Context: an optimization exercise on an open-source flow, tuned for small area. The choices shown serve that exercise and are no tape-out recipe.
Function was checked by simulation only, so behaviour that the tests miss may differ from the original.
Power and IR drop assume default switching activity.

===== design/flow/config.mk =====
export PLATFORM = sky130hd
export DESIGN_NAME = rv_lite_core
export DESIGN_NICKNAME = rv_lite_core
export VERILOG_FILES = /design/flow/design.v
export SDC_FILE = /design/flow/constraint.sdc
export NUM_CORES = 4
export LEC_CHECK = 0
export CAP_MARGIN = 20
export CORE_MARGIN = 2
export CORE_UTILIZATION = 60
export CTS_BUF_LIST = sky130_fd_sc_hd__clkbuf_4
export PLACE_DENSITY = 0.75
export SETUP_SLACK_MARGIN = 0.5
export SLEW_MARGIN = 20

===== design/flow/constraint.sdc =====
create_clock -name core_clock -period 10.0 [get_ports {clk}]
set_input_delay 2.0000 -clock core_clock [delete_from_list [all_inputs] [get_ports {clk}]]
set_output_delay 2.0000 -clock core_clock [all_outputs]
set_load 0.01 [all_outputs]

===== design/flow/design.v =====
`default_nettype none
package rv_lite_pkg;
  parameter int XLEN = 32;
  typedef logic [XLEN-1:0] word_t;
  typedef enum logic [6:0] {
    OP      = 7'b0110011,
    OP_IMM  = 7'b0010011,
    LUI     = 7'b0110111,
    AUIPC   = 7'b0010111,
    JAL     = 7'b1101111,
    JALR    = 7'b1100111,
    BRANCH  = 7'b1100011,
    LOAD    = 7'b0000011,
    STORE   = 7'b0100011,
    ILLEGAL = 7'b0000000    
  } opcode_t;
  typedef enum logic [3:0] {
    ALU_ADD   = 4'd0,
    ALU_SUB   = 4'd1,
    ALU_SLL   = 4'd2,
    ALU_SLT   = 4'd3,
    ALU_SLTU  = 4'd4,
    ALU_XOR   = 4'd5,
    ALU_SRL   = 4'd6,
    ALU_SRA   = 4'd7,
    ALU_OR    = 4'd8,
    ALU_AND   = 4'd9,
    ALU_PASSB = 4'd10    
  } alu_op_t;
  typedef enum logic [1:0] {
    MS_BYTE = 2'd0,
    MS_HALF = 2'd1,
    MS_WORD = 2'd2
  } mem_size_t;
  typedef enum logic [1:0] {
    ST_FETCH = 2'd0,
    ST_EXEC  = 2'd1,
    ST_MEM   = 2'd2
  } state_t;
endpackage
`default_nettype wire
`default_nettype none
module rv_lite_core
#(
  parameter int    NREGS    = 16,
  parameter logic [31:0] RESET_PC = '0
) (
  input  logic       clk,
  input  logic       xreset,
  output logic       o_imem_valid,
  output logic [31:0] o_imem_addr,
  input  logic       i_imem_ready,
  input  logic [31:0] i_imem_rdata,
  output logic       o_dmem_valid,
  output logic       o_dmem_we,
  output logic [31:0] o_dmem_addr,
  output logic [31:0] o_dmem_wdata,
  output logic [3:0] o_dmem_strb,
  input  logic       i_dmem_ready,
  input  logic [31:0] i_dmem_rdata
);
  localparam logic [3:0] S_PCZ   = 4'd0;    
  localparam logic [3:0] S_FETCH = 4'd1;    
  localparam logic [3:0] S_XW    = 4'd2;    
  localparam logic [3:0] S_EXEC  = 4'd3;    
  localparam logic [3:0] S_EX2   = 4'd4;    
  localparam logic [3:0] S_DREQ  = 4'd5;    
  localparam logic [3:0] S_WBW   = 4'd6;    
  localparam logic [3:0] S_WB    = 4'd7;    
  localparam logic [3:0] S_CPW   = 4'd8;    
  localparam logic [3:0] S_COPY  = 4'd9;    
  localparam logic [3:0] S_SHW   = 4'd10;   
  localparam logic [3:0] S_SHR   = 4'd11;   
  localparam logic [3:0] C_NOP   = 4'd0;
  localparam logic [3:0] C_OP    = 4'd1;
  localparam logic [3:0] C_OPI   = 4'd2;
  localparam logic [3:0] C_LUI   = 4'd3;
  localparam logic [3:0] C_AUIPC = 4'd4;
  localparam logic [3:0] C_JAL   = 4'd5;
  localparam logic [3:0] C_JALR  = 4'd6;
  localparam logic [3:0] C_BR    = 4'd7;
  localparam logic [3:0] C_LD    = 4'd8;
  localparam logic [3:0] C_ST    = 4'd9;
  logic [3:0]  st;
  logic [4:0]  ph;
  logic [31:0] A;
  logic [31:0] W;
  logic [3:0]  cls;
  logic [3:0]  rdf, rs1f, rs2f;
  logic [2:0]  f3;
  logic        f7;
  logic        cy, icy, flag, last;
  logic [4:0]  shamt;
  logic [31:0] rf [16];    
  logic imem_hs, dmem_hs, p31, e0;
  assign imem_hs = o_imem_valid & i_imem_ready;
  assign dmem_hs = o_dmem_valid & i_dmem_ready;
  assign p31     = (ph == 5'd31);
  assign e0      = (ph == 5'd0);
  logic [3:0] cls_in;
  always_comb begin
    case (i_imem_rdata[6:0])
      7'b0110011: cls_in = C_OP;
      7'b0010011: cls_in = C_OPI;
      7'b0110111: cls_in = C_LUI;
      7'b0010111: cls_in = C_AUIPC;
      7'b1101111: cls_in = C_JAL;
      7'b1100111: cls_in = C_JALR;
      7'b1100011: cls_in = C_BR;
      7'b0000011: cls_in = C_LD;
      7'b0100011: cls_in = C_ST;
      default:    cls_in = C_NOP;
    endcase
  end
  logic isOP, isOPI, isLUI, isAUIPC, isJAL, isJALR, isBR, isLD, isST;
  assign isOP    = (cls == C_OP);
  assign isOPI   = (cls == C_OPI);
  assign isLUI   = (cls == C_LUI);
  assign isAUIPC = (cls == C_AUIPC);
  assign isJAL   = (cls == C_JAL);
  assign isJALR  = (cls == C_JALR);
  assign isBR    = (cls == C_BR);
  assign isLD    = (cls == C_LD);
  assign isST    = (cls == C_ST);
  logic is_alu, is_shift, is_slt, right, sra;
  assign is_alu   = isOP | isOPI;
  assign is_shift = is_alu & (f3[1:0] == 2'b01);
  assign is_slt   = is_alu & (f3[2:1] == 2'b01);
  assign right    = f3[2];
  assign sra      = f3[2] & f7;
  logic ex, ex2, wb;
  assign ex  = (st == S_EXEC);
  assign ex2 = (st == S_EX2);
  assign wb  = (st == S_WB);
  logic pcb, rs1b, rs2b;
  assign pcb  = rf[0][0];
  assign rs1b = (rs1f == 4'd0) ? 1'b0 : rf[rs1f][0];
  assign rs2b = (rs2f == 4'd0) ? 1'b0 : rf[rs2f][0];
  logic immb;
  always_comb begin
    if (isLUI | isAUIPC)
      immb = (ph < 5'd12) ? 1'b0 : A[0];
    else if (isJAL)
      immb = e0 ? 1'b0 : (ph < 5'd11) ? A[20] : (ph == 5'd11) ? A[9] :
             (ph < 5'd20) ? A[0] : (ph == 5'd20) ? A[11] : last;
    else if (isBR)
      immb = e0 ? 1'b0 : (ph < 5'd5) ? A[7] : (ph < 5'd11) ? A[20] :
             (ph == 5'd11) ? rdf[0] : (ph == 5'd12) ? A[19] : last;
    else if (isST)
      immb = (ph < 5'd5) ? A[7] : (ph < 5'd12) ? A[20] : last;
    else
      immb = (ph < 5'd12) ? A[20] : last;
  end
  logic a_bit, b_raw, inv, bb, cin, sum, cout, xab, alu;
  assign a_bit = ex2 ? pcb : (isAUIPC | isJAL) ? pcb : isLUI ? 1'b0 : rs1b;
  assign b_raw = ex2 ? ((isBR & flag) ? immb : (ph == 5'd2)) :
                 (isOP | isBR) ? rs2b : immb;
  assign inv   = ex & ((isOP & (f3 == 3'd0) & f7) | is_slt | isBR);
  assign bb    = b_raw ^ inv;
  assign cin   = e0 ? inv : cy;
  assign sum   = a_bit ^ bb ^ cin;
  assign cout  = (a_bit & bb) | (a_bit & cin) | (bb & cin);
  assign xab   = a_bit ^ b_raw;
  always_comb begin
    case (f3)
      3'd4:    alu = xab;
      3'd6:    alu = a_bit | b_raw;
      3'd7:    alu = a_bit & b_raw;
      default: alu = sum;
    endcase
  end
  logic neq, ltu, lt, cond;
  assign neq  = flag | xab;
  assign ltu  = ~cout;
  assign lt   = xab ? a_bit : ltu;
  assign cond = isBR ? ((f3[2] ? (f3[1] ? ltu : lt) : ~neq) ^ f3[0])
                     : (f3[0] ? ltu : lt);
  logic it, inc;
  assign it  = (ph == 5'd2) | icy;
  assign inc = pcb ^ it;
  logic [5:0] xs;
  logic       sh_go, sh_in;
  assign xs    = {1'b0, ph} + {1'b0, shamt ^ {5{right}}} + {5'd0, right};
  assign sh_go = ((st == S_SHW) & (xs[4:0] == 5'd0)) | (st == S_SHR);
  assign sh_in = (xs[5] ^ right) ? (sra & W[31]) : rs1b;
  logic tap, wbit, in_range;
  always_comb begin
    case (f3[1:0])
      2'd0: begin
        case (A[1:0])
          2'd0: tap = W[0];
          2'd1: tap = W[8];
          2'd2: tap = W[16];
          default: tap = W[24];
        endcase
        in_range = (ph < 5'd8);
      end
      2'd1: begin
        tap = A[1] ? W[16] : W[0];
        in_range = (ph < 5'd16);
      end
      default: begin
        tap = W[0];
        in_range = 1'b1;
      end
    endcase
    if (!isLD)
      wbit = W[0];
    else
      wbit = in_range ? tap : (~f3[2] & last);
  end
  logic rd_we, rd_bit, pc_we, pc_new, shA, a_in, shW, w_in;
  always_comb begin
    rd_we  = 1'b0;
    rd_bit = 1'b0;
    pc_we  = 1'b0;
    pc_new = 1'b0;
    shA    = 1'b0;
    a_in   = 1'b0;
    shW    = 1'b0;
    w_in   = 1'b0;
    case (st)
      S_PCZ: begin
        pc_we  = 1'b1;
        pc_new = RESET_PC[ph];
        shA    = 1'b1;
        a_in   = RESET_PC[ph];
      end
      S_EXEC: begin
        rd_we  = (is_alu & ~is_shift & ~is_slt) | isLUI | isAUIPC | isJAL | isJALR;
        rd_bit = (isJAL | isJALR) ? inc : is_alu ? alu : sum;
        pc_we  = ~(isBR | is_slt);
        pc_new = (isJAL | isJALR) ? (sum & ~e0) : inc;
        shA    = ~isBR;
        a_in   = (isLD | isST) ? sum : pc_new;
        shW    = isST;
        w_in   = ((f3[1:0] == 2'd0) & (ph >= 5'd8))  ? W[24] :
                 ((f3[1:0] == 2'd1) & (ph >= 5'd16)) ? W[16] : rs2b;
      end
      S_EX2: begin
        rd_we  = is_slt;
        rd_bit = e0 & flag;
        pc_we  = 1'b1;
        pc_new = sum;
        shA    = 1'b1;
        a_in   = sum;
      end
      S_WB: begin
        rd_we  = 1'b1;
        rd_bit = wbit;
        shW    = 1'b1;
      end
      S_COPY: begin
        shA    = 1'b1;
        a_in   = pcb;
      end
      S_SHW, S_SHR: begin
        shW    = sh_go;
        w_in   = sh_in;
      end
      default: ;
    endcase
  end
  always_ff @(posedge clk) begin
    rf[0] <= {pc_we ? pc_new : rf[0][0], rf[0][31:1]};
    for (int k = 1; k < 16; k++)
      rf[k] <= {(rd_we && rdf == 4'(k)) ? rd_bit : rf[k][0], rf[k][31:1]};
  end
  always_ff @(posedge clk) begin
    if (imem_hs)
      A <= i_imem_rdata;
    else if (shA)
      A <= {a_in, A[31:1]};
  end
  always_ff @(posedge clk) begin
    if (dmem_hs && !o_dmem_we)
      W <= i_dmem_rdata;
    else if (shW)
      W <= {w_in, W[31:1]};
  end
  always_ff @(posedge clk) begin
    if (imem_hs) begin
      cls  <= cls_in;
      rdf  <= i_imem_rdata[10:7];
      rs1f <= i_imem_rdata[18:15];
      rs2f <= i_imem_rdata[23:20];
      f3   <= i_imem_rdata[14:12];
      f7   <= i_imem_rdata[30];
    end
  end
  always_ff @(posedge clk) begin
    cy   <= cout;
    icy  <= ~p31 & pcb & it;
    last <= wb ? wbit : immb;
    if (ex && (is_slt || isBR))
      flag <= p31 ? cond : e0 ? xab : neq;
    if (ex && is_shift && (ph < 5'd5))
      shamt <= {b_raw, shamt[4:1]};
  end
  always_ff @(posedge clk) begin
    if (!xreset) begin
      st <= S_PCZ;
      ph <= 5'd0;
    end else begin
      ph <= ph + 5'd1;
      case (st)
        S_PCZ:   if (p31) st <= S_FETCH;
        S_FETCH: if (imem_hs) st <= p31 ? S_EXEC : S_XW;
        S_XW:    if (p31) st <= S_EXEC;
        S_EXEC:  if (p31) st <= (isBR | is_slt) ? S_EX2 :
                                (isLD | isST)   ? S_DREQ :
                                is_shift        ? S_SHW : S_FETCH;
        S_EX2:   if (p31) st <= S_FETCH;
        S_DREQ:  if (dmem_hs) st <= isLD ? (p31 ? S_WB : S_WBW)
                                         : (p31 ? S_COPY : S_CPW);
        S_WBW:   if (p31) st <= S_WB;
        S_WB:    if (p31) st <= isLD ? S_COPY : S_FETCH;
        S_CPW:   if (p31) st <= S_COPY;
        S_COPY:  if (p31) st <= S_FETCH;
        S_SHW:   if (xs[4:0] == 5'd0) st <= S_SHR;
        S_SHR:   if (xs[4:0] == 5'd31) st <= p31 ? S_WB : S_WBW;
        default: st <= S_PCZ;
      endcase
    end
  end
  assign o_imem_valid = (st == S_FETCH);
  assign o_imem_addr  = A;
  assign o_dmem_valid = (st == S_DREQ);
  assign o_dmem_we    = o_dmem_valid & isST;
  assign o_dmem_addr  = A;
  assign o_dmem_wdata = W;
  always_comb begin
    case (f3[1:0])
      2'd0:    o_dmem_strb = 4'b0001 << A[1:0];
      2'd1:    o_dmem_strb = A[1] ? 4'b1100 : 4'b0011;
      default: o_dmem_strb = 4'b1111;
    endcase
    if (!o_dmem_we)
      o_dmem_strb = 4'b0000;
  end
endmodule
`default_nettype wire

===== design/flow/run.sh =====
#!/bin/bash
# synth_recipe.tcl (not shown) runs the flow's synth.tcl, then flattens the netlist and writes it again
# the make line also repeats each setting of config.mk as NAME=value (left out here)
make -C /OpenROAD-flow-scripts/flow DESIGN_CONFIG=/design/flow/config.mk WORK_HOME=/design/flow/orfs CLKGATE_MAP_FILE= SYNTH_SCRIPT=/design/flow/synth_recipe.tcl finish

==> flow_summary.ini, run 1 <==
[timing]
slew_violations = 0
finalCritPeriodShare = 0.515
fmax_mhz = 194
post-route-min-period_ns = 5.15
finalSetupViolCount = 0
rsz0062_at_grt = no
finalHoldViolCount = 0
tightest_slew_ns = 1.05
fin_tns_setup_ns = 0
maxSlewHeadroom = 0.298
fin_skew_ns = 0.0624
fin_ws_ns = 4.85

[synth]
synth_seq_area_share = 0.780
synth.distinct_cells = 75
synthArstFlopShare = 0
postSynthAreaPerCell_um2 = 14.9
synthCells = 1133
ys_ff_latch = 614
synth_flop_cell = dfxtp_1
yosysWarnings = 2
synth_edf_count = 90
synth_fp_nets = 1210
syn_area_mm2 = 0.0169

[critical_path]
critPathKind = reg2out
cp_max_fo = 15
crit_arrival_ns = 3.15
crit_path_end_kind = output pin
startpoint_type = flop
critPathRequiredTime_ns = 8.00

[place]
io_buffers = 170
place_congestion = 0.902
dp_hpwl_mm = 20.1
pre_cts_ws_ns = 5.63

[die]
die_width_um = 172
io_pins = 171
initial_core_util = 0.609
fp.dieArea_mm2 = 0.0296
row_count = 61
coreArea_mm2 = 0.0278
fp.dieH_um = 172

[cells_and_area]
area_growth_pct = 21.1
layout_common_cells = dfxtp_1, clkbuf_4, clkdlybuf4s50_1
drive_gt1_frac = 0.215
layout_commonest_cell = dfxtp_1
fin_nets = 1462
final_core_util = 0.738

[drt]
vias = 9366
routedWlPerCell_um = 17.3
routed_via_density = 5.06
drc = 0
drt_iter0_markers = 556
ant_nets = 0
firstDrtPassIters = 5
wirelength_mm = 32.0

[clock_network]
cts.sinks = 614
cts_resized = 0
clockBufferDepth = 3
cts_hold_buf = 0
post-cts-setup-buffer-count = 0
cts_made_buffers = 140
cts.clk_slew.worst_paths_ns = 0.06
cts_tree = built
clk_latency_ns = 0.77
htree_levels = 4
cts_root_buffer = clkbuf_4

[power_and_ir_drop]
ir_drop_uv = 164
power.leakage_nw = 8.18
p_per_area_mw_per_mm2 = 218

[global_route]
grt_pass1_vias = 9334
grt_overflow = 0
grt_max_degree = 54
grt_use_total = 0.219
grt_pass1_wl_mm = 49.2
grt_antenna_before_repair = 1

[min_path]
min_path_type = reg2reg

[flow_run]
max_cap_viol_count = 0

[status]
status = no timing/DRC/antenna violations
==> where the power goes <==
part | leakage (nW) | total [mW] | internal (mW) | switching, mW
logic | 1.95 | 0.0647 | 0.0368 | 0.0279
registers | 5.19 | 2.50 | 2.50 | 0.00389
clock network | 1.04 | 1.90 | 0.993 | 0.907
total | 8.18 | 4.47 | 3.53 | 0.939
==> routing by layer <==
metal,share of wire,vias to the layer above,wire [um],GRT usage
met4,0.024,0,761,0.102
met2,0.44,352,14200,0.317
li1,-,4466,-,-
met5,0,-,0,0
met3,0.070,56,2220,0.0661
met1,0.46,4492,14800,0.306
==> flip-flops by register name, summed over array words and instances (netlist names) <==
name   flops
last       1
f7         1
rs1f       4
cls        4
flag       1
rs2f       4
A         32
shamt      5
ph         5
f3         3
st         4
rf       512
icy        1
cy         1
W         32
rdf        4
==> Yosys cell counts (10+ instances only) <==
master    number  area share
inv_1         18      0.0040
dfxtp_1      524        0.62
o21ai_0       21      0.0062
nor3_1        14      0.0041
xnor2_1       14      0.0072
nor2b_1       11      0.0041
nand2b_1      10      0.0037
clkbuf_1      20      0.0044
nor2_1        47       0.010
a31oi_1       12      0.0044
nand3_1       15      0.0044
nand2_1       44      0.0098
edfxtp_1      90        0.16
buf_4         33       0.015
mux2_2        77       0.051
a21oi_1       33      0.0098
==> metrics by stage <==
step	instance area [um^2]	hold slack [ns]	total power, mW	std cells
6_report	20500	0.278	4.47	1852
5_1_grt	20500	0.275	4.66	1852
4_1_cts	20500	0.279	4.54	1851
3_5_place_dp	18700	0.312	2.62	1621
3_3_place_gp	18700	0.310	2.62	1621
2_1_floorplan	16900	0.310	2.58	1133
==> cell type report <==
cell class | instances | area (um^2)
clock buffer | 203 | 1520
clock inverter | 27 | 225
inverter | 19 | 71.3
antenna | 1 | 2.50
sequential | 614 | 13200
tap | 378 | 473
timing repair buffer | 174 | 1730
fill | 1781 | 7290
multi-input combinational | 436 | 3270
==> worst max-delay path, cell delays in order, from the launching register on <==
cell	delay (ns)
dfxtp_1	0.64
inv_1	0.25
nor3_1	0.48
nand3_1	0.28
a21oi_1	0.19
clkdlybuf4s50_1	0.56
==> path summary, 6_finish.rpt <==
kind / depth (start not counted) / from / endpoint / slack (ns)
max: 5 / st[2] / o_dmem_strb[1] / 4.85
max reg2reg: 10 / f3[1] / rf[13][31] / 6.13
min: 0 / rf[0][27] / rf[0][26] / 0.28
min reg2reg: 0 / rf[0][27] / rf[0][26] / 0.28
==> kinds of logic (layout without fill, tap and decap cells) <==
kind of cell	count (synthesis)	after routing	share of synthesized area
buffers and inverters	83	423	0.0278
adders and majority gates	11	11	0.00828
DFF	614	614	0.780
xor gates and xnor gates	22	22	0.0125
AOI/OAI and AO/OA	135	135	0.0533
and+or+nand+nor	174	174	0.0509
muxes	94	94	0.0674
other	0	1	0
==> run 2, diff against run 1 <==
--- a/design/flow/config.mk
+++ b/design/flow/config.mk
@@ -7,8 +7,7 @@
 export LEC_CHECK = 0
 export CAP_MARGIN = 20
 export CORE_MARGIN = 2
-export CORE_UTILIZATION = 60
-export CTS_BUF_LIST = sky130_fd_sc_hd__clkbuf_4
-export PLACE_DENSITY = 0.75
+export CORE_UTILIZATION = 40
+export PLACE_DENSITY = 0.6
 export SETUP_SLACK_MARGIN = 0.5
 export SLEW_MARGIN = 20
==> run 2 against run 1 <==
Still clean on timing, DRC and antenna. Final cell count is 1.8% higher. Register-to-register slack barely moved. Clock skew fell by 0.042 ns. Synthesized area unchanged. Die area up 49%. Sequential power about the same. Worst setup slack better by 0.095 ns. Cell area rose by 1.4%. Global-route usage down 7.6 points. Synthesized cell count unchanged. Routed wire length fell by 2.7%. Critical endpoint unchanged.
==> flow_summary.ini, run 2 <==
[timing]
finalHoldViolCount = 0
post-route-min-period_ns = 5.06
slew_violations = 0
rsz0062_at_grt = no
maxSlewHeadroom = 0.343
tightest_slew_ns = 0.979
fin_ws_ns = 4.94
fmax_mhz = 198
finalSetupViolCount = 0
finalCritPeriodShare = 0.506
fin_tns_setup_ns = 0
fin_skew_ns = 0.0201

[synth]
netlist.area_leader.share = 0.620
synth_edf_count = 90
ys_ff_latch = 614
synth_seq_area_share = 0.780
synth.distinct_cells = 75
postSynthAreaPerCell_um2 = 14.9
synthCells = 1133
yosys-top-cells-area = dfxtp_1, edfxtp_1, mux2_2
synth.most_common_cell = dfxtp_1
syn_area_mm2 = 0.0169
yosysWarnings = 2
synthArstFlopShare = 0
synthTopCellsByCount = dfxtp_1, edfxtp_1, mux2_2, nor2_1, nand2_1
synth_flop_cell = dfxtp_1
synth_fp_nets = 1210
synth_largest_area_cell = dfxtp_1

[place]
place_congestion = 0.878
dp_hpwl_mm = 20.2
placedCellCount = 1781
placed_area_mm2 = 0.0189
io_buffers = 170
pre_cts_ws_ns = 5.59

[critical_path]
crit_arrival_ns = 3.06
crit_end = o_dmem_strb[1]
crit_chain = inv_1 > nor3_1 > nand3_1 > a21oi_1 > clkdlybuf4s50_1
r2r-start = cls[0]
reg2reg_depth = 10
cpMaxStageDelayCell = dfxtp_1
cp_max_fo = 15
reg2reg_to = rf[6][31]
slowest_delay_ns = 0.68
critPathRequiredTime_ns = 8.00
r2r_slack_ns = 6.12
startpoint_type = flop
crit_path_end_kind = output pin
critPathKind = reg2out
crit_start = st[2]

[cells_and_area]
layout_commonest_cell = dfxtp_1
fin_nets = 1377
area_growth_pct = 22.9
regMostFlops = rf
largest_reg_flops = 512
multiInputGateArea_mm2 = 0.00328
drive_gt1_frac = 0.143
regArea_mm2 = 0.0132
fin_cells = 1885
fill_cells = 3621
fin_area_mm2 = 0.0208
reg_top3 = rf (512), A (32), W (32)
diodes = 0
layout_common_cells = dfxtp_1, clkdlybuf4s50_1, edfxtp_1

[die]
die_width_um = 210
io_pins = 171
fp.dieArea_mm2 = 0.0440
initial_core_util = 0.404
row_count = 75
coreArea_mm2 = 0.0419
fp.dieH_um = 210

[global_route]
grt_overflow = 0
grt_pass1_vias = 8831
grt_pass1_wl_mm = 49.2
grt_use_total = 0.143
grt_max_degree = 55
grt_antenna_before_repair = 2

[status]
status = no timing/DRC/antenna violations

[clock_network]
cts_root_buffer = clkbuf_16
cts_hold_buf = 0
htree_levels = 2
cts.clk_slew.worst_paths_ns = 0.07
cts_made_buffers = 55
cts.sinks = 614
cts_tree = built
cts_resized = 0
post-cts-setup-buffer-count = 0
clk_latency_ns = 0.59
clockBufferDepth = 3

[drt]
vias = 8809
ant_nets = 0
wirelength_mm = 31.1
routedWlPerCell_um = 16.5
routed_via_density = 4.67
drt_iter0_markers = 489
firstDrtPassIters = 5
drc = 0

[power_and_ir_drop]
ir_drop_uv = 129
finalPower_mw = 4.64
p_per_area_mw_per_mm2 = 223
power.leakage_nw = 8.06

[flow_run]
max_cap_viol_count = 0

[min_path]
min_path_type = reg2reg
min_from = rf[8][31]
run 2: cell counts after synthesis:
No cell type changed its count.
run 2: cells by family after synthesis:
family | after synthesis | synth area share
flip-flops | 614 | 0.780
AND/OR/NAND/NOR | 174 | 0.0509
AO/OA/AOI/OAI | 135 | 0.0533
multiplexers | 94 | 0.0674
buffers and inverters | 83 | 0.0278
XOR/XNOR | 22 | 0.0125
adder cells (fa/ha/maj) | 11 | 0.00828
run 2: per-stage QoR:
step                      hold WS (ns)   util
after floorplan                  0.310      -
after global placement           0.310  0.453
after detailed placement         0.312  0.453
after CTS                        0.316  0.496
after global routing             0.319  0.497
final                            0.319  0.497
run 2: per-layer routing:
layer / global-route usage / up-vias / part of all wire
li1: - / 4222 / -
met4: 0.0646 / 4 / 0.032
met1: 0.212 / 4252 / 0.50
met2: 0.197 / 259 / 0.41
met5: 0 / - / 0.00080
met3: 0.0353 / 72 / 0.059
run 2: worst min path at each step:
stage / end / slack, ns / cells after the start
finish: rf[8][30] / 0.32 / 0
global route: rf[7][23] / 0.32 / 0
CTS: rf[7][23] / 0.32 / 0
detailed placement: rf[0][0] / 0.31 / 0
global placement: rf[7][0] / 0.31 / 0
floorplan: rf[0][0] / 0.31 / 0
run 2: worst max-delay path, delay by kind of cell (launching register included):
family,cells,cell delay [ns]
AOI/OAI and AO/OA,1,0.20
DFF,1,0.68
buffers and inverters,2,0.82
and+or+nand+nor,2,0.78
run 2: power by group:
group / total, mW / switching, mW / internal [mW]
combinational: 0.0651 / 0.0283 / 0.0368
clock: 2.07 / 0.889 / 1.18
sequential: 2.50 / 0.00387 / 2.50
total: 4.64 / 0.922 / 3.72
run 2: final cells by class:
| cell class | instances | area share |
|---|---|---|
| clock inverters | 28 | 0.0127 |
| clock buffers | 75 | 0.0749 |
| repair buffers | 174 | 0.0843 |
| flip-flops and latches | 614 | 0.635 |
| multi-input cells | 436 | 0.158 |
| well taps | 539 | 0.0324 |
| inverters | 19 | 0.00343 |
==> run 3, diff against run 2 <==
--- a/design/flow/design.v
+++ b/design/flow/design.v
@@ -90,7 +90,6 @@
   logic [2:0]  f3;
   logic        f7;
   logic        cy, icy, flag, last;
-  logic [4:0]  shamt;
   logic [31:0] rf [16];    
   logic imem_hs, dmem_hs, p31, e0;
   assign imem_hs = o_imem_valid & i_imem_ready;
@@ -178,8 +177,10 @@
   logic it, inc;
   assign it  = (ph == 5'd2) | icy;
   assign inc = pcb ^ it;
+  logic [4:0] shamt;
   logic [5:0] xs;
   logic       sh_go, sh_in;
+  assign shamt = A[4:0];    
   assign xs    = {1'b0, ph} + {1'b0, shamt ^ {5{right}}} + {5'd0, right};
   assign sh_go = ((st == S_SHW) & (xs[4:0] == 5'd0)) | (st == S_SHR);
   assign sh_in = (xs[5] ^ right) ? (sra & W[31]) : rs1b;
@@ -232,7 +233,7 @@
         pc_we  = ~(isBR | is_slt);
         pc_new = (isJAL | isJALR) ? (sum & ~e0) : inc;
         shA    = ~isBR;
-        a_in   = (isLD | isST) ? sum : pc_new;
+        a_in   = (isLD | isST) ? sum : is_shift ? b_raw : pc_new;
         shW    = isST;
         w_in   = ((f3[1:0] == 2'd0) & (ph >= 5'd8))  ? W[24] :
                  ((f3[1:0] == 2'd1) & (ph >= 5'd16)) ? W[16] : rs2b;
@@ -249,6 +250,8 @@
         rd_we  = 1'b1;
         rd_bit = wbit;
         shW    = 1'b1;
+        shA    = ~isLD;    
+        a_in   = pcb;
       end
       S_COPY: begin
         shA    = 1'b1;
@@ -268,9 +271,11 @@
   end
   always_ff @(posedge clk) begin
     if (imem_hs)
-      A <= i_imem_rdata;
+      A[31:7] <= i_imem_rdata[31:7];
     else if (shA)
-      A <= {a_in, A[31:1]};
+      A[31:7] <= {a_in, A[31:8]};
+    if (shA)
+      A[6:0] <= A[7:1];
   end
   always_ff @(posedge clk) begin
     if (dmem_hs && !o_dmem_we)
@@ -294,8 +299,6 @@
     last <= wb ? wbit : immb;
     if (ex && (is_slt || isBR))
       flag <= p31 ? cond : e0 ? xab : neq;
-    if (ex && is_shift && (ph < 5'd5))
-      shamt <= {b_raw, shamt[4:1]};
   end
   always_ff @(posedge clk) begin
     if (!xreset) begin
==> design/flow/flow/run.sh (new file) <==
#!/bin/bash
# The standard layout, with smaller port buffers and a clock tree of small buffers
set -euo pipefail
export BUFFER_PORTS_ARGS="-buffer_cell sky130_fd_sc_hd__buf_1"
export CTS_ARGS="-sink_clustering_enable -repair_clock_nets -dont_use_dummy_load -buf_list sky130_fd_sc_hd__clkbuf_8 -sink_clustering_size 16 -sink_clustering_max_diameter 50"
bash standard.sh > standard.log 2>&1
==> design/flow/standard.sh (new file) <==
#!/bin/bash
# synth_recipe.tcl (not shown) runs the flow's synth.tcl, then flattens the netlist and writes it again
# the make line also repeats each setting of config.mk as NAME=value (left out here)
make -C /OpenROAD-flow-scripts/flow DESIGN_CONFIG=/design/flow/config.mk WORK_HOME=/design/flow/orfs CLKGATE_MAP_FILE= SYNTH_SCRIPT=/design/flow/synth_recipe.tcl "${@:-finish}"
--- a/design/flow/config.mk
+++ b/design/flow/config.mk
@@ -7,7 +7,10 @@
 export LEC_CHECK = 0
 export CAP_MARGIN = 20
 export CORE_MARGIN = 2
-export CORE_UTILIZATION = 40
-export PLACE_DENSITY = 0.6
+export CORE_UTILIZATION = 60
+export CTS_BUF_LIST = sky130_fd_sc_hd__clkbuf_4
+export CTS_CLUSTER_DIAMETER = 100
+export CTS_CLUSTER_SIZE = 20
+export PLACE_DENSITY = 0.75
 export SETUP_SLACK_MARGIN = 0.5
 export SLEW_MARGIN = 20
removed: design/flow/run.sh
==> run 3 against run 2 <==
First-iteration DRC count increased by 8.8%. Non-clock buffer count increased by 1. Maximum frequency increased by 21%. Clock skew increased by 0.066 ns. Hold slack got worse by 0.076 ns. Sequential share of layout area increased by 9.0 points. Combinational power increased to 8.7 times the previous value. Sequential power increased by 12%. Core utilization increased by 17 points. Flip-flop and latch count decreased by 5. Worst setup slack improved by 0.89 ns. Die area decreased by 34%. Largest power group unchanged.
==> flow_summary.ini, run 3 <==
[status]
status = no timing/DRC/antenna violations

[cells_and_area]
final_core_util = 0.666
drive_gt1_frac = 0.0940
layout_commonest_cell = dfxtp_1
layout_common_cells = dfxtp_1, buf_1, nand2_1
fin_area_mm2 = 0.0180
area_growth_pct = 8.68
fin_nets = 1390
largest_reg_flops = 512
reg_top3 = rf (512), A (32), W (32)
regMostFlops = rf

[timing]
finalCritPeriodShare = 0.416
rsz0062_at_grt = no
fin_skew_ns = 0.0864
finalSetupViolCount = 0
fin_tns_setup_ns = 0
maxSlewHeadroom = 0.281
fmax_mhz = 240
slew_violations = 0
finalHoldViolCount = 0
post-route-min-period_ns = 4.16
tightest_slew_ns = 1.08

[critical_path]
critPathBufInv = 1
crit_arrival_ns = 2.16
cpMaxStageDelayCell = dfxtp_1
cp_max_fo = 18
crit_chain = nand2b_1 > nor2_1 > nand2_1 > a21oi_1 > buf_1
reg2reg_to = rf[1][31]
crit_family = flip-flops
reg2reg_depth = 14
path_depth = 5
startpoint_type = flop
r2r-start = ph[0]
critPathRequiredTime_ns = 8.00
critPathKind = reg2out
slowest_delay_ns = 0.72
r2r_slack_ns = 5.84
crit_path_end_kind = output pin

[min_path]
hold_end = rf[0][22]
min_from = rf[0][23]
hold_depth = 0
min_path_type = reg2reg

[synth]
synth.most_common_cell = dfxtp_1
synthTopCellsByCount = dfxtp_1, nand2_1, edfxtp_1, mux2_2, nor2_1
ys_ff_latch = 609
netlist.area_leader.share = 0.634
synth_fp_nets = 1226
yosysWarnings = 2
synth_flop_cell = dfxtp_1
postSynthAreaPerCell_um2 = 14.4
synth.distinct_cells = 67
synthCells = 1146
synth_seq_area_share = 0.788
synth_largest_area_cell = dfxtp_1
synth_edf_count = 85
yosys-top-cells-area = dfxtp_1, edfxtp_1, mux2_2
syn_area_mm2 = 0.0166
synthArstFlopShare = 0

[flow_run]
max_cap_viol_count = 0

[place]
place_congestion = 0.851
placed_area_mm2 = 0.0173
dp_hpwl_mm = 18.7
io_buffers = 170

[drt]
drt_iter0_markers = 532
drc = 0
vias = 8470
routed_via_density = 5.13
wirelength_mm = 27.9
ant_nets = 0
firstDrtPassIters = 5
routedWlPerCell_um = 16.9

[clock_network]
cts.sinks = 609
cts_resized = 0
htree_levels = 2
cts_root_buffer = clkbuf_8
cts.clk_slew.worst_paths_ns = 0.08
cts_made_buffers = 48
post-cts-setup-buffer-count = 0
clockBufferDepth = 3
cts_hold_buf = 0
cts_tree = built
clk_latency_ns = 0.57

[global_route]
gr-usage-met1 = 0.279
grt_overflow = 0
grt_antenna_before_repair = 0
grt_pass1_vias = 8137
grt_max_degree = 42
grt_use_total = 0.190
grt.busiest_layer = met2
grt_util_met3 = 0.0388
grt_use_met2 = 0.288
grt_pass1_wl_mm = 42.8

[power_and_ir_drop]
power.leakage_nw = 6.97
ir_drop_uv = 178
p_per_area_mw_per_mm2 = 248

[die]
row_count = 60
coreArea_mm2 = 0.0270
io_pins = 171
fp.dieH_um = 170
die_width_um = 170
fp.dieArea_mm2 = 0.0289
initial_core_util = 0.613
## run 3: cell count changes in the layout (fill, tap and decap cells not counted), sizes merged, moves of 7 or more
cell / delta
a21oi: -7
buf: +171
clkbuf: -27
clkdlybuf4s50: -170
clkinv: -14
inv: -7
mux2: -27
nand2: +60
nor2b: -7
nor3: +7
o21ai: -8
xnor2: -8
## run 3: logic make-up after synthesis
kind of cell               synth area share
buffers and inverters                0.0268
AOI/OAI and AO/OA                    0.0419
xor gates and xnor gates            0.00846
adders and majority gates           0.00998
muxes                                0.0506
DFF                                   0.788
and+or+nand+nor                      0.0746
## run 3: through the flow
stage	hold slack (ns)	instances	setup WS, ns	power [mW]
3_5_place_dp	0.312	1601	5.92	3.41
5_1_grt	0.236	1649	5.57	4.66
2_1_floorplan	0.310	1146	5.76	3.25
6_report	0.243	1650	5.84	4.46
4_1_cts	0.239	1649	5.81	4.49
3_3_place_gp	0.310	1601	5.95	3.40
## run 3: worst max-delay path by stage
stage                       from        endpoint  slack (ns)
finish                     st[0]  o_dmem_strb[1]        5.84
global route               ph[1]       rf[1][31]        5.57
CTS                       cls[2]  o_dmem_strb[1]        5.81
detailed placement         ph[0]       rf[1][31]        5.92
global placement           ph[0]      rf[13][31]        5.95
floorplan           i_dmem_ready            W[0]        5.76
## run 3: report_power, final
group	internal (mW)	total (mW)	leakage (nW)	switching, mW
clock network	0.429	1.10	0.345	0.668
registers	2.64	2.79	5.03	0.151
logic	0.208	0.566	1.59	0.359
total	3.28	4.46	6.97	1.18
## run 3: area by class of cell
type,instances,area (um^2)
Multi-Input combinational cell,455,3110
Clock buffer,48,661
Inverter,21,78.8
Timing Repair Buffer,175,676
Sequential cell,609,13000
Fill cell,1942,9030
Tap cell,341,427
Antenna cell,1,2.50
## run 3: per-layer routing
layer / vias up / part of all wire
met4: 0 / 0.023
li1: 4140 / -
met2: 245 / 0.44
met1: 4027 / 0.48
met5: - / 0
met3: 58 / 0.057
==> run 4, diff against run 3 <==
==> design/flow/flow/run.sh (replaced) <==
#!/bin/bash
# The standard layout, with smaller port buffers and a clock tree of small buffers
set -euo pipefail
export BUFFER_PORTS_ARGS="-buffer_cell sky130_fd_sc_hd__buf_1"
export CTS_ARGS="-sink_clustering_enable -repair_clock_nets -dont_use_dummy_load -buf_list sky130_fd_sc_hd__clkbuf_4 -sink_clustering_size 10 -sink_clustering_max_diameter 40"
bash standard.sh > standard.log 2>&1
==> run 4 against run 3 <==
Worst setup slack got worse by 0.17 ns. Flip-flop and latch count unchanged. Sequential share of layout area is 0.37 points higher. Non-clock buffer count unchanged. Final cell count rose by 1.8%. Cell area fell by 0.51%. Count of clock-buffer cells in the layout grew 27. Synthesized cell count unchanged. Die area did not move. First-iteration DRC count rose by 5.8%. Still clean. Clock power down 7%.
==> flow_summary.ini, run 4 <==
[die]
io_pins = 171
die_width_um = 170
fp.dieH_um = 170
row_count = 60
initial_core_util = 0.613
coreArea_mm2 = 0.0270
fp.dieArea_mm2 = 0.0289

[critical_path]
r2r-start = ph[1]
crit_chain = nand2b_1 > nor2_1 > nand2_1 > a21oi_1 > buf_1
crit_family = flip-flops
crit_arrival_ns = 2.33
crit_path_end_kind = output pin
critPathRequiredTime_ns = 8.00
critPathKind = reg2out
startpoint_type = flop
cpMaxStageDelayCell = dfxtp_1
critPathBufInv = 1
cp_max_fo = 18
reg2reg_depth = 12
reg2reg_to = rf[12][31]
slowest_delay_ns = 0.73
r2r_slack_ns = 5.81

[timing]
maxSlewHeadroom = 0.276
post-route-min-period_ns = 4.33
finalSetupViolCount = 0
fin_tns_setup_ns = 0
fin_ws_ns = 5.67
finalHoldViolCount = 0
fin_skew_ns = 0.0957
rsz0062_at_grt = no
tightest_slew_ns = 1.09
finalCritPeriodShare = 0.433
fmax_mhz = 231
slew_violations = 0

[synth]
yosysWarnings = 2
synth_largest_area_cell = dfxtp_1
synth_edf_count = 85
synth_seq_area_share = 0.788
postSynthAreaPerCell_um2 = 14.4
synth.distinct_cells = 67
synth.most_common_cell = dfxtp_1
synthCells = 1146
synthMuxAreaShare = 0.0506
synthArstFlopShare = 0
synth_top_family_by_area = simple AND/OR/NAND/NOR gates
synth_fp_nets = 1226
syn_area_mm2 = 0.0166
yosys.area_share.simple = 0.0746
synth_flop_cell = dfxtp_1
synthTopCellsByCount = dfxtp_1, nand2_1, edfxtp_1, mux2_2, nor2_1
ys_ff_latch = 609
synth_compound_area_frac = 0.0419
yosys-top-cells-area = dfxtp_1, edfxtp_1, mux2_2
synthAdderAreaFrac = 0.00998
synthXorXnorAreaFrac = 0.00846
netlist.area_leader.share = 0.634

[drt]
drc = 0
drt_iter0_markers = 563
routedWlPerCell_um = 16.8
routed_via_density = 5.13
vias = 8621
ant_nets = 0
firstDrtPassIters = 5
wirelength_mm = 28.2

[clock_network]
cts_resized = 0
cts.clk_slew.worst_paths_ns = 0.09
cts_made_buffers = 75
post-cts-setup-buffer-count = 0
clockBufferDepth = 3
cts_hold_buf = 0
cts.sinks = 609
clk_latency_ns = 0.69
cts_root_buffer = clkbuf_4
htree_levels = 3
cts_tree = built

[power_and_ir_drop]
power.leakage_nw = 6.97
power_frac_comb = 0.130
p_sw_mw = 1.18
pwr-share-seq = 0.638
p_per_area_mw_per_mm2 = 245
finalPower_mw = 4.38
pwr-share-clk = 0.232
cell_internal_pwr_mw = 3.20
ir_drop_uv = 161
swShare = 0.270

[min_path]
min_path_type = reg2reg
hold_end = rf[0][22]
hold_depth = 0
min_from = rf[0][23]

[cells_and_area]
area_growth_pct = 8.12
final_core_util = 0.662
layout_commonest_cell = dfxtp_1
drive_gt1_frac = 0.112
largest_reg_flops = 512
reg_top3 = rf (512), A (32), W (32)
regMostFlops = rf
layout_common_cells = dfxtp_1, buf_1, nand2_1
fin_nets = 1417
fin_cells = 1679

[place]
io_buffers = 170
placedCellCount = 1601
dp_hpwl_mm = 18.7
place_congestion = 0.851
pre_cts_ws_ns = 5.92

[flow_run]
max_cap_viol_count = 0

[global_route]
grt_max_degree = 42
grt_overflow = 0
grt_pass1_vias = 8358
grt_pass1_wl_mm = 43.6
grt_use_total = 0.196
grt_antenna_before_repair = 1

[status]
status = no timing/DRC/antenna violations
run 4: power by group through the flow:
stage	registers (mW)	clock network (mW)	logic (mW)
detailed placement	2.85	0	0.567
CTS	2.79	1.07	0.569
finish	2.79	1.02	0.567
global route	2.81	1.16	0.630
floorplan	2.81	0	0.440
global placement	2.85	0	0.559
run 4: cells by family after synthesis:
group,count (synthesis)
multiplexers,70
AO/OA/AOI/OAI,105
flip-flops,609
buffers and inverters,82
AND/OR/NAND/NOR,252
adder cells (fa/ha/maj),12
XOR/XNOR,16
run 4: final cells by class:
cell class	count	area, um^2
Tap cell	341	427
Timing Repair Buffer	175	676
Inverter	21	78.8
Fill cell	1959	9130
Sequential cell	609	13000
Clock buffer	75	563
Antenna cell	3	7.51
Multi-Input combinational cell	455	3110
run 4: per-layer routing:
| layer | global-route usage | routed length, um |
|---|---|---|
| met3 | 0.0449 | 1690 |
| met1 | 0.279 | 13400 |
| met2 | 0.291 | 12200 |
| met5 | 0 | 0 |
| met4 | 0.0836 | 889 |
run 4: through the flow:
step                      instance area, um^2  hold slack [ns]
final                                   17900            0.276
after global routing                    17900            0.288
after CTS                               17900            0.277
after detailed placement                17300            0.312
after global placement                  17300            0.310
after floorplan                         16600            0.310
run 4: worst register-to-register path: cells and delay by family (launching register included):
kind	cells	cell delay, ns
fa+ha+maj	2	0.86
mux	3	0.55
xor+xnor	1	0.23
simple gates	2	0.82
flops	1	0.59
compound gates	4	1.06
run 4: worst max-delay path by stage:
stage,startpoint,to,slack (ns),depth (start not counted)
after floorplan,i_dmem_ready,W[0],5.76,3
after global placement,ph[0],rf[13][31],5.95,14
after detailed placement,ph[0],rf[1][31],5.92,14
after CTS,st[0],o_dmem_strb[1],5.62,5
after global routing,st[0],o_dmem_strb[3],5.41,5
final,st[0],o_dmem_strb[1],5.67,5
==> run 5, diff against run 4 <==
==> design/flow/flow/run.sh (replaced) <==
#!/bin/bash
# The standard layout, with smaller port buffers and a clock tree of small buffers
set -euo pipefail
export BUFFER_PORTS_ARGS="-buffer_cell sky130_fd_sc_hd__buf_1"
export CTS_ARGS="-sink_clustering_enable -repair_clock_nets -dont_use_dummy_load -buf_list sky130_fd_sc_hd__clkbuf_8 -sink_clustering_size 20 -sink_clustering_max_diameter 60"
bash standard.sh > standard.log 2>&1
==> design/flow/config.mk (replaced) <==
export PLATFORM = sky130hd
export DESIGN_NAME = rv_lite_core
export DESIGN_NICKNAME = rv_lite_core
export VERILOG_FILES = /design/flow/design.v
export SDC_FILE = /design/flow/constraint.sdc
export NUM_CORES = 4
export LEC_CHECK = 0
export CAP_MARGIN = 20
export CORE_MARGIN = 2
export CORE_UTILIZATION = 75
export PLACE_DENSITY = 0.85
export SETUP_SLACK_MARGIN = 0.5
export SLEW_MARGIN = 20
==> run 5 against run 4 <==
Maximum frequency rose by 1.9%. Largest power group unchanged. Largest cell class unchanged. Critical path depth up 9. Combinational power increased by 3%. Critical endpoint is now rf[10][31].
==> flow_summary.ini, run 5 <==
[status]
status = no timing/DRC/antenna violations

[synth]
synthXorXnorAreaFrac = 0.00846
synth_edf_count = 85
synth.distinct_cells = 67
synth_fp_nets = 1226
synth_top_family_by_area = simple AND/OR/NAND/NOR gates
ys_ff_latch = 609
synthMuxAreaShare = 0.0506
syn_area_mm2 = 0.0166
yosys.area_share.simple = 0.0746
synth_largest_area_cell = dfxtp_1
synth_flop_cell = dfxtp_1
yosys-top-cells-area = dfxtp_1, edfxtp_1, mux2_2
synth.most_common_cell = dfxtp_1
netlist.area_leader.share = 0.634
synthAdderAreaFrac = 0.00998
yosysWarnings = 2
synth_seq_area_share = 0.788
synthCells = 1146
synthTopCellsByCount = dfxtp_1, nand2_1, edfxtp_1, mux2_2, nor2_1
synthArstFlopShare = 0
postSynthAreaPerCell_um2 = 14.4
synth_compound_area_frac = 0.0419

[critical_path]
reg2reg_to = rf[10][31]
crit_start = ph[0]
critPathKind = reg2reg
reg2reg_depth = 14
crit_end = rf[10][31]
crit_arrival_ns = 4.76
critPathRequiredTime_ns = 10.50
r2r-start = ph[0]
crit_path_end_kind = flop
startpoint_type = flop
r2r_slack_ns = 5.74
cp_max_fo = 15

[die]
row_count = 54
fp.dieH_um = 153
initial_core_util = 0.761
coreArea_mm2 = 0.0218
io_pins = 171
fp.dieArea_mm2 = 0.0233
die_width_um = 153

[clock_network]
cts.sinks = 609
cts_root_buffer = clkbuf_8
clockBufferDepth = 3
htree_levels = 2
cts_resized = 0
clk_latency_ns = 0.57
cts_made_buffers = 38
cts_tree = built
cts_hold_buf = 0
cts.clk_slew.worst_paths_ns = 0.12
post-cts-setup-buffer-count = 0

[timing]
post-route-min-period_ns = 4.26
finalHoldViolCount = 0
fin_skew_ns = 0.109
holdWs_ns = 0.251
finalSetupViolCount = 0
tightest_slew_ns = 1.03
fin_tns_setup_ns = 0
finalCritPeriodShare = 0.426
slew_violations = 0
rsz0062_at_grt = no
fin_ws_ns = 5.74
maxSlewHeadroom = 0.315
fmax_mhz = 235

[flow_run]
max_cap_viol_count = 0

[cells_and_area]
regMostFlops = rf
largest_reg_flops = 512
area_growth_pct = 7.37
drive_gt1_frac = 0.0871
fin_nets = 1380
diodes = 0
layout_commonest_cell = dfxtp_1
layout_common_cells = dfxtp_1, buf_1, nand2_1
reg_top3 = rf (512), A (32), W (32)

[power_and_ir_drop]
power.leakage_nw = 6.90
ir_drop_uv = 212
p_per_area_mw_per_mm2 = 247

[place]
place_congestion = 0.902
dp_hpwl_mm = 20.7
pre_cts_ws_ns = 5.62
io_buffers = 170

[drt]
vias = 8764
routed_via_density = 5.55
wirelength_mm = 30.8
drc = 0
routedWlPerCell_um = 19.5
firstDrtPassIters = 5
ant_nets = 0
drt_iter0_markers = 727

[min_path]
min_path_type = reg2reg

[global_route]
grt_antenna_before_repair = 0
grt_pass1_wl_mm = 47.3
grt_use_total = 0.262
grt_pass1_vias = 8680
grt_max_degree = 34
grt_overflow = 0
-- run 5: changes by cell type in the layout (fill, tap and decap cells not counted) --
cell      delta
clkbuf_4    -75
clkbuf_8    +38
diode_2      -3
-- run 5: final cells by class --
| class | instances | area, um^2 |
|---|---|---|
| clock buffer | 38 | 523 |
| tap | 280 | 350 |
| multi-input combinational | 455 | 3110 |
| sequential | 609 | 13000 |
| fill | 1104 | 3980 |
| timing repair buffer | 175 | 676 |
| inverter | 21 | 78.8 |
-- run 5: per-stage QoR --
stage                     total power, mW  area (um^2)  std cells  utilization
after floorplan                      3.25        16600       1146            -
after global placement               3.39        17300       1540        0.793
after detailed placement             3.42        17300       1540        0.793
after CTS                            4.40        17800       1578        0.817
after global routing                 4.55        17800       1578        0.817
final                                4.39        17800       1578        0.817
-- run 5: critical path: stages (launching register included) --
cell	delay [ns]
dfxtp_1	0.43
inv_1	0.14
ha_1	0.20
nor4b_4	0.41
nor3_2	0.10
and3_4	0.20
or3_1	0.30
o31a_1	0.33
nor3_2	0.29
xor2_1	0.22
fa_1	0.53
mux2i_1	0.17
mux2i_1	0.10
o21ai_2	0.53
mux2_2	0.29
-- run 5: per-layer routing --
metal / track usage / wire [um]
met5: 0 / 0
met3: 0.0520 / 2280
met1: 0.367 / 12900
met2: 0.419 / 14700
met4: 0.0886 / 915
-- run 5: cell families after synthesis --
kind of cell	Yosys count
mux	70
flops	609
xor+xnor	16
fa+ha+maj	12
simple gates	252
buf+inv	82
compound gates	105
-- run 5: how the worst min path moves through the flow --
stage	start	to	slack [ns]	cells past startpoint
2_1_floorplan	rf[0][1]	rf[0][0]	0.31	0
3_3_place_gp	rf[6][1]	rf[6][0]	0.31	0
3_5_place_dp	rf[0][16]	rf[0][15]	0.31	0
4_1_cts	rf[3][1]	rf[3][0]	0.25	0
5_1_grt	rf[3][1]	rf[3][0]	0.23	0
6_report	rf[3][1]	rf[3][0]	0.25	0
-- run 5: report_power, final --
group | internal, mW | switching, mW
registers | 2.64 | 0.165
clock network | 0.345 | 0.657
logic | 0.209 | 0.373
==> run 6, diff against run 5 <==
--- a/design/flow/design.v
+++ b/design/flow/design.v
@@ -69,8 +69,8 @@
   localparam logic [3:0] S_WB    = 4'd7;    
   localparam logic [3:0] S_CPW   = 4'd8;    
   localparam logic [3:0] S_COPY  = 4'd9;    
-  localparam logic [3:0] S_SHW   = 4'd10;   
-  localparam logic [3:0] S_SHR   = 4'd11;   
+  localparam logic [3:0] S_SH1   = 4'd10;   
+  localparam logic [3:0] S_SH2   = 4'd11;   
   localparam logic [3:0] C_NOP   = 4'd0;
   localparam logic [3:0] C_OP    = 4'd1;
   localparam logic [3:0] C_OPI   = 4'd2;
@@ -178,12 +178,9 @@
   assign it  = (ph == 5'd2) | icy;
   assign inc = pcb ^ it;
   logic [4:0] shamt;
-  logic [5:0] xs;
-  logic       sh_go, sh_in;
+  logic       sh_en;
   assign shamt = A[4:0];    
-  assign xs    = {1'b0, ph} + {1'b0, shamt ^ {5{right}}} + {5'd0, right};
-  assign sh_go = ((st == S_SHW) & (xs[4:0] == 5'd0)) | (st == S_SHR);
-  assign sh_in = (xs[5] ^ right) ? (sra & W[31]) : rs1b;
+  assign sh_en = (((ph ^ {5{~right}}) < shamt)) ^ ~right;
   logic tap, wbit, in_range;
   always_comb begin
     case (f3[1:0])
@@ -257,9 +254,13 @@
         shA    = 1'b1;
         a_in   = pcb;
       end
-      S_SHW, S_SHR: begin
-        shW    = sh_go;
-        w_in   = sh_in;
+      S_SH1: begin
+        shW    = 1'b1;
+        w_in   = (right | sh_en) & rs1b;
+      end
+      S_SH2: begin
+        shW    = sh_en;
+        w_in   = right ? (sra & W[31]) : W[0];
       end
       default: ;
     endcase
@@ -312,7 +313,7 @@
         S_XW:    if (p31) st <= S_EXEC;
         S_EXEC:  if (p31) st <= (isBR | is_slt) ? S_EX2 :
                                 (isLD | isST)   ? S_DREQ :
-                                is_shift        ? S_SHW : S_FETCH;
+                                is_shift        ? S_SH1 : S_FETCH;
         S_EX2:   if (p31) st <= S_FETCH;
         S_DREQ:  if (dmem_hs) st <= isLD ? (p31 ? S_WB : S_WBW)
                                          : (p31 ? S_COPY : S_CPW);
@@ -320,8 +321,8 @@
         S_WB:    if (p31) st <= isLD ? S_COPY : S_FETCH;
         S_CPW:   if (p31) st <= S_COPY;
         S_COPY:  if (p31) st <= S_FETCH;
-        S_SHW:   if (xs[4:0] == 5'd0) st <= S_SHR;
-        S_SHR:   if (xs[4:0] == 5'd31) st <= p31 ? S_WB : S_WBW;
+        S_SH1:   if (p31) st <= S_SH2;
+        S_SH2:   if (p31) st <= S_WB;
         default: st <= S_PCZ;
       endcase
     end
==> design/flow/flow/run.sh (replaced) <==
#!/bin/bash
# The standard layout, with smaller port buffers and a clock tree of small buffers
set -euo pipefail
export BUFFER_PORTS_ARGS="-buffer_cell sky130_fd_sc_hd__buf_1"
export CTS_ARGS="-sink_clustering_enable -repair_clock_nets -dont_use_dummy_load -buf_list sky130_fd_sc_hd__clkbuf_8 -sink_clustering_size 16 -sink_clustering_max_diameter 50"
bash standard.sh > standard.log 2>&1
--- a/design/flow/config.mk
+++ b/design/flow/config.mk
@@ -5,9 +5,10 @@
 export SDC_FILE = /design/flow/constraint.sdc
 export NUM_CORES = 4
 export LEC_CHECK = 0
+export ABC_AREA = 1
 export CAP_MARGIN = 20
 export CORE_MARGIN = 2
-export CORE_UTILIZATION = 75
-export PLACE_DENSITY = 0.85
+export CORE_UTILIZATION = 70
+export PLACE_DENSITY = 0.8
 export SETUP_SLACK_MARGIN = 0.5
 export SLEW_MARGIN = 20
==> run 6 against run 5 <==
Global-route usage decreased by 1.2 points. Still clean on timing, DRC and antenna. Die area increased by 6.3%. Critical endpoint is now o_dmem_strb[1]. Hold slack improved by 0.021 ns.
==> flow_summary.ini, run 6 <==
[drt]
drt_iter0_markers = 684
routed_via_density = 5.05
firstDrtPassIters = 5
drc = 0
routedWlPerCell_um = 17.0
ant_nets = 0
vias = 9121
wirelength_mm = 30.7

[global_route]
grt_pass1_vias = 8896
grt_util_met3 = 0.0369
grt_max_degree = 36
grt_use_total = 0.250
grt.busiest_layer = met2
grt_pass1_wl_mm = 47.2
grt_overflow = 0
grt_antenna_before_repair = 0
gr-usage-met1 = 0.333
grt_use_met2 = 0.425

[flow_run]
max_cap_viol_count = 0

[power_and_ir_drop]
power.leakage_nw = 7.27
p_per_area_mw_per_mm2 = 202
ir_drop_uv = 166

[clock_network]
cts_root_buffer = clkbuf_8
cts_resized = 0
htree_levels = 2
post-cts-setup-buffer-count = 0
cts_tree = built
cts_made_buffers = 47
cts_hold_buf = 0
clk_latency_ns = 0.59
cts.clk_slew.worst_paths_ns = 0.10
clockBufferDepth = 3
cts.sinks = 609

[cells_and_area]
reg_top3 = rf (512), A (32), W (32)
largest_reg_flops = 512
regArea_mm2 = 0.0130
area_growth_pct = 8.39
diodes = 0
regMostFlops = rf
layout_commonest_cell = dfxtp_1
layout_common_cells = dfxtp_1, nand2_1, buf_1
drive_gt1_frac = 0.0579
fill_cells = 1405
fin_nets = 1568
multiInputGateArea_mm2 = 0.00272

[synth]
synth.distinct_cells = 49
synth.most_common_cell = dfxtp_1
yosys-top-cells-area = dfxtp_1, edfxtp_1, nand2_1
synth_flop_cell = dfxtp_1
synth_fp_nets = 1394
synth_largest_area_cell = dfxtp_1
synth_top_family_by_area = simple AND/OR/NAND/NOR gates
synthCells = 1314
ys_ff_latch = 609
yosys.area_share.simple = 0.111
yosysWarnings = 2
synthAdderAreaFrac = 0.00958
netlist.area_leader.share = 0.638
synthArstFlopShare = 0
syn_area_mm2 = 0.0164
synthMuxAreaShare = 0.00198
postSynthAreaPerCell_um2 = 12.5
synthXorXnorAreaFrac = 0.00373
synth_compound_area_frac = 0.0377
synth_edf_count = 85
synthTopCellsByCount = dfxtp_1, nand2_1, inv_1, edfxtp_1, nor2_1
synth_seq_area_share = 0.793

[critical_path]
startpoint_type = flop
cpMaxStageDelayCell = edfxtp_1
crit_chain = inv_1 > nand2_1 > nor2_2 > inv_1 > nor2_1 > o21ai_0 > a21oi_1 > buf_1
crit_arrival_ns = 2.32
r2r_slack_ns = 6.21
crit_path_end_kind = output pin
critPathMostFrequentCell = inv_1
reg2reg_depth = 21
cp_max_fo = 5
crit_start = cls[1]
r2r-start = ph[0]
critPathRequiredTime_ns = 8.00
slowest_delay_ns = 0.45
reg2reg_to = rf[12][31]
crit_end = o_dmem_strb[1]
critPathKind = reg2out

[timing]
slew_violations = 0
post-route-min-period_ns = 4.32
tightest_slew_ns = 1.03
fin_ws_ns = 5.68
rsz0062_at_grt = no
fmax_mhz = 231
finalSetupViolCount = 0
finalHoldViolCount = 0
fin_skew_ns = 0.106
fin_tns_setup_ns = 0
maxSlewHeadroom = 0.315
finalCritPeriodShare = 0.432

[die]
row_count = 56
fp.dieArea_mm2 = 0.0247
fp.dieH_um = 157
initial_core_util = 0.707
die_width_um = 157
io_pins = 171
coreArea_mm2 = 0.0233

[place]
pre_cts_ws_ns = 5.55
place_congestion = 0.900
dp_hpwl_mm = 20.7
io_buffers = 170

[status]
status = no timing/DRC/antenna violations

[min_path]
min_path_type = reg2reg
[run 6: cell types whose count changed in the layout (fill, tap and decap cells not counted), moves of 7 or more]
cell / before / now
clkbuf_8: 38 / 47
a31oi_1: 10 / 0
a21oi_1: 26 / 34
mux2_2: 50 / 0
nor3_1: 19 / 8
nor2_1: 47 / 67
nand2_1: 104 / 292
inv_1: 20 / 89
mux2i_1: 14 / 1
a21o_1: 7 / 0
nand2b_1: 14 / 0
xor2_1: 10 / 2
o21ai_0: 21 / 34
nand3_1: 15 / 48
[run 6: how the worst min path moves through the flow]
| stage | startpoint | end | slack [ns] | cells after the start |
|---|---|---|---|---|
| 6_report | rf[11][31] | rf[11][30] | 0.27 | 0 |
| 3_3_place_gp | rf[0][18] | rf[0][17] | 0.31 | 0 |
| 2_1_floorplan | rf[0][1] | rf[0][0] | 0.31 | 0 |
| 5_1_grt | rf[3][31] | rf[3][30] | 0.27 | 0 |
| 4_1_cts | rf[3][31] | rf[3][30] | 0.27 | 0 |
| 3_5_place_dp | rf[9][20] | rf[9][19] | 0.31 | 0 |
[run 6: kinds of logic after synthesis]
| kind of cell | count (synthesis) |
|---|---|
| AOI/OAI and AO/OA | 100 |
| DFF | 609 |
| xor gates and xnor gates | 7 |
| muxes | 2 |
| and+or+nand+nor | 440 |
| adders and majority gates | 12 |
| buffers and inverters | 144 |
[run 6: layer usage]
layer / vias to the layer above / routed length (um)
met3: 64 / 1610
met4: 0 / 841
met1: 4260 / 13200
li1: 4462 / -
met2: 335 / 15000
met5: - / 0
[run 6: layout make-up]
cell class                 count  area share
multi-input combinational    561       0.152
tap                          319      0.0224
timing repair buffer         174      0.0375
sequential                   609       0.732
clock buffer                  47      0.0363
inverter                      95      0.0200
[run 6: where the power goes]
part           switching, mW  total [mW]  internal [mW]
logic                 0.0166      0.0277         0.0112
registers            0.00211        2.47           2.47
clock network          0.680        1.10          0.421
total                  0.699        3.60           2.90
[run 6: stage by stage]
step	cell area [um^2]	cells	power (mW)	hold slack, ns	util
finish	17800	1805	3.60	0.272	0.766
global route	17800	1805	3.71	0.274	0.766
CTS	17800	1805	3.62	0.268	0.766
detailed placement	17200	1758	2.56	0.312	0.739
global placement	17200	1758	2.56	0.310	0.739
floorplan	16400	1314	2.54	0.310	-
[run 6: critical path, delay by kind of cell, from the launching register on]
kind	cells	cell delay, ns
compound gates	2	0.31
buf+inv	3	0.39
flops	1	0.45
simple gates	3	0.66
==> run 7, diff against run 6 <==
==> design/flow/flow/run.sh (replaced) <==
#!/bin/bash
# The standard layout, with smaller port buffers and a clock tree of small buffers
set -euo pipefail
export BUFFER_PORTS_ARGS="-buffer_cell sky130_fd_sc_hd__buf_1"
export CTS_ARGS="-sink_clustering_enable -repair_clock_nets -dont_use_dummy_load -buf_list sky130_fd_sc_hd__clkbuf_4 -sink_clustering_size 10 -sink_clustering_max_diameter 40"
bash standard.sh > standard.log 2>&1
==> run 7 against run 6 <==
Still clean on timing, DRC and antenna. Clock power is 7% lower. Cell area down 0.54%. Total power decreased by 2.4%. Sequential share of layout area grew 0.40 points. Count of clock-buffer cells in the layout grew 26. Die area unchanged. Maximum frequency fell by 2.9%. Critical path type unchanged. Largest cell class unchanged.
==> flow_summary.ini, run 7 <==
[synth]
synth_seq_area_share = 0.793
yosysWarnings = 2
synth.most_common_cell = dfxtp_1
synthMuxAreaShare = 0.00198
syn_area_mm2 = 0.0164
synth_flop_cell = dfxtp_1
ys_ff_latch = 609
yosys-top-cells-area = dfxtp_1, edfxtp_1, nand2_1
synth_top_family_by_area = simple AND/OR/NAND/NOR gates
synth.distinct_cells = 49
synthAdderAreaFrac = 0.00958
synthTopCellsByCount = dfxtp_1, nand2_1, inv_1, edfxtp_1, nor2_1
synthArstFlopShare = 0
synth_edf_count = 85
synth_fp_nets = 1394
netlist.area_leader.share = 0.638
yosys.area_share.simple = 0.111
postSynthAreaPerCell_um2 = 12.5
synth_largest_area_cell = dfxtp_1
synth_compound_area_frac = 0.0377
synthCells = 1314
synthXorXnorAreaFrac = 0.00373

[power_and_ir_drop]
ir_drop_uv = 174
power.leakage_nw = 7.26
p_per_area_mw_per_mm2 = 198

[clock_network]
cts_hold_buf = 0
post-cts-setup-buffer-count = 0
cts_made_buffers = 73
cts_tree = built
cts.clk_slew.worst_paths_ns = 0.10
clockBufferDepth = 3
cts.sinks = 609
cts_root_buffer = clkbuf_4
clk_latency_ns = 0.69
cts_resized = 0
htree_levels = 3

[timing]
maxSlewHeadroom = 0.305
slew_violations = 0
rsz0062_at_grt = no
post-route-min-period_ns = 4.46
finalCritPeriodShare = 0.446
finalSetupViolCount = 0
fin_skew_ns = 0.0645
tightest_slew_ns = 1.04
fmax_mhz = 224
finalHoldViolCount = 0
fin_tns_setup_ns = 0

[drt]
wirelength_mm = 30.2
vias = 9260
routed_via_density = 5.05
drt_iter0_markers = 708
firstDrtPassIters = 5
routedWlPerCell_um = 16.5
ant_nets = 0
drc = 0

[critical_path]
critPathMostFrequentCell = inv_1
critPathRequiredTime_ns = 8.00
cp_max_fo = 5
slowest_delay_ns = 0.45
crit_path_end_kind = output pin
crit_chain = inv_1 > nand2_1 > nor2_2 > inv_1 > nor2_1 > o21ai_0 > a21oi_1 > buf_1
startpoint_type = flop
critPathKind = reg2out
cpMaxStageDelayCell = edfxtp_1
crit_arrival_ns = 2.46

[cells_and_area]
fin_cells = 1832
layout_commonest_cell = dfxtp_1
fin_nets = 1594
largest_reg_flops = 512
layout_common_cells = dfxtp_1, nand2_1, buf_1
reg_top3 = rf (512), A (32), W (32)
area_growth_pct = 7.80
regMostFlops = rf
drive_gt1_frac = 0.0741

[global_route]
grt_use_total = 0.249
grt_overflow = 0
grt_pass1_vias = 9041
grt_max_degree = 36
grt_antenna_before_repair = 1
grt_pass1_wl_mm = 46.6

[place]
place_congestion = 0.900
dp_hpwl_mm = 20.7
placedCellCount = 1758
io_buffers = 170

[die]
fp.dieH_um = 157
initial_core_util = 0.707
die_width_um = 157
row_count = 56
io_pins = 171
fp.dieArea_mm2 = 0.0247
coreArea_mm2 = 0.0233

[flow_run]
max_cap_viol_count = 0

[min_path]
min_path_type = reg2reg

[status]
status = no timing/DRC/antenna violations
run 7: final cells by class:
type / instances / area [um^2]
timing repair buffer: 174 / 668
inverter: 95 / 357
clock buffer: 73 / 548
antenna: 1 / 2.50
multi-input combinational: 561 / 2720
tap: 319 / 399
fill: 1466 / 5530
sequential: 609 / 13000
run 7: layer usage:
layer,track usage,vias to the layer above,share of wire
li1,-,4553,-
met1,0.323,4263,0.43
met2,0.408,351,0.48
met3,0.0476,93,0.057
met4,0.118,0,0.039
met5,0,-,0
run 7: kinds of logic (layout without fill, tap and decap cells):
kind of cell / Yosys count / count (layout)
AO/OA/AOI/OAI: 100 / 100
XOR/XNOR: 7 / 7
buffers and inverters: 144 / 342
other: 0 / 1
adder cells (fa/ha/maj): 12 / 12
multiplexers: 2 / 2
flip-flops: 609 / 609
AND/OR/NAND/NOR: 440 / 440
run 7: critical path, delay by kind of cell, from the launching register on:
kind,cells,cell delay [ns]
buf+inv,3,0.39
compound gates,2,0.31
flops,1,0.45
simple gates,3,0.67
run 7: path summary, 6_finish.rpt:
path,from,to,slack [ns],cells after the start
worst max-delay path,cls[1],o_dmem_strb[1],5.54,8
worst min-delay path,rf[2][31],rf[2][30],0.28,0
worst max register to register,ph[0],rf[15][31],6.27,21
worst min register to register,rf[2][31],rf[2][30],0.28,0
run 7: stage by stage:
stage	worst slack (ns)	total power, mW	hold WS (ns)	cell area (um^2)	utilization
final	5.54	3.52	0.275	17700	0.762
after global routing	5.35	3.65	0.263	17700	0.762
after CTS	5.49	3.55	0.268	17700	0.762
after detailed placement	5.55	2.56	0.312	17200	0.739
after global placement	5.58	2.56	0.310	17200	0.739
after floorplan	5.82	2.54	0.310	16400	-
run 7: power by group:
part	switching [mW]	internal, mW	leakage [nW]	total [mW]
Combinational	0.0164	0.0111	1.84	0.0275
Sequential	0.00205	2.47	5.09	2.47
Clock	0.678	0.338	0.336	1.02
Total	0.697	2.82	7.26	3.52

[afterwards: timing with drivers on the ports]
In the flow no input, the clock included, has a driving cell. The finished layouts below were timed again as built, in two steps. Step 1 assumes that a clkbuf_16 drives the clock port and a buf_2 every other input. Step 2, shift: input delay + t, output delay - t, t = (earliest + latest rising clock arrival at the registers) / 2. This alone moves slack from input paths to output paths. Slacks: ideal / step 1 / step 2; pairs: ideal / step 1.
run | t, ns | setup WS [ns] | worst setup path after step 2 | cell pins on the clock port's net
run 1 | 0.784 | 4.850 / 4.798 / 5.583 | register to output | 1
run 2 | 0.633 | 4.944 / 4.889 / 5.522 | register to output | 1
run 3 | 0.570 | 5.836 / 5.791 / 5.844 | register to register | 1
run 4 | 0.681 | 5.666 / 5.621 / 5.811 | register to register | 1
run 5 | 0.568 | 5.745 / 5.745 / 5.534 | input to register | 1
run 6 | 0.585 | 5.676 / 5.628 / 5.554 | input to register | 1
run 7 | 0.705 | 5.544 / 5.498 / 5.555 | input to register | 1
After both steps every run listed still meets setup and hold. For run 5, which loses most, drivers alone change the setup slack by 0.000 ns; drivers and shift together by -0.211 ns.
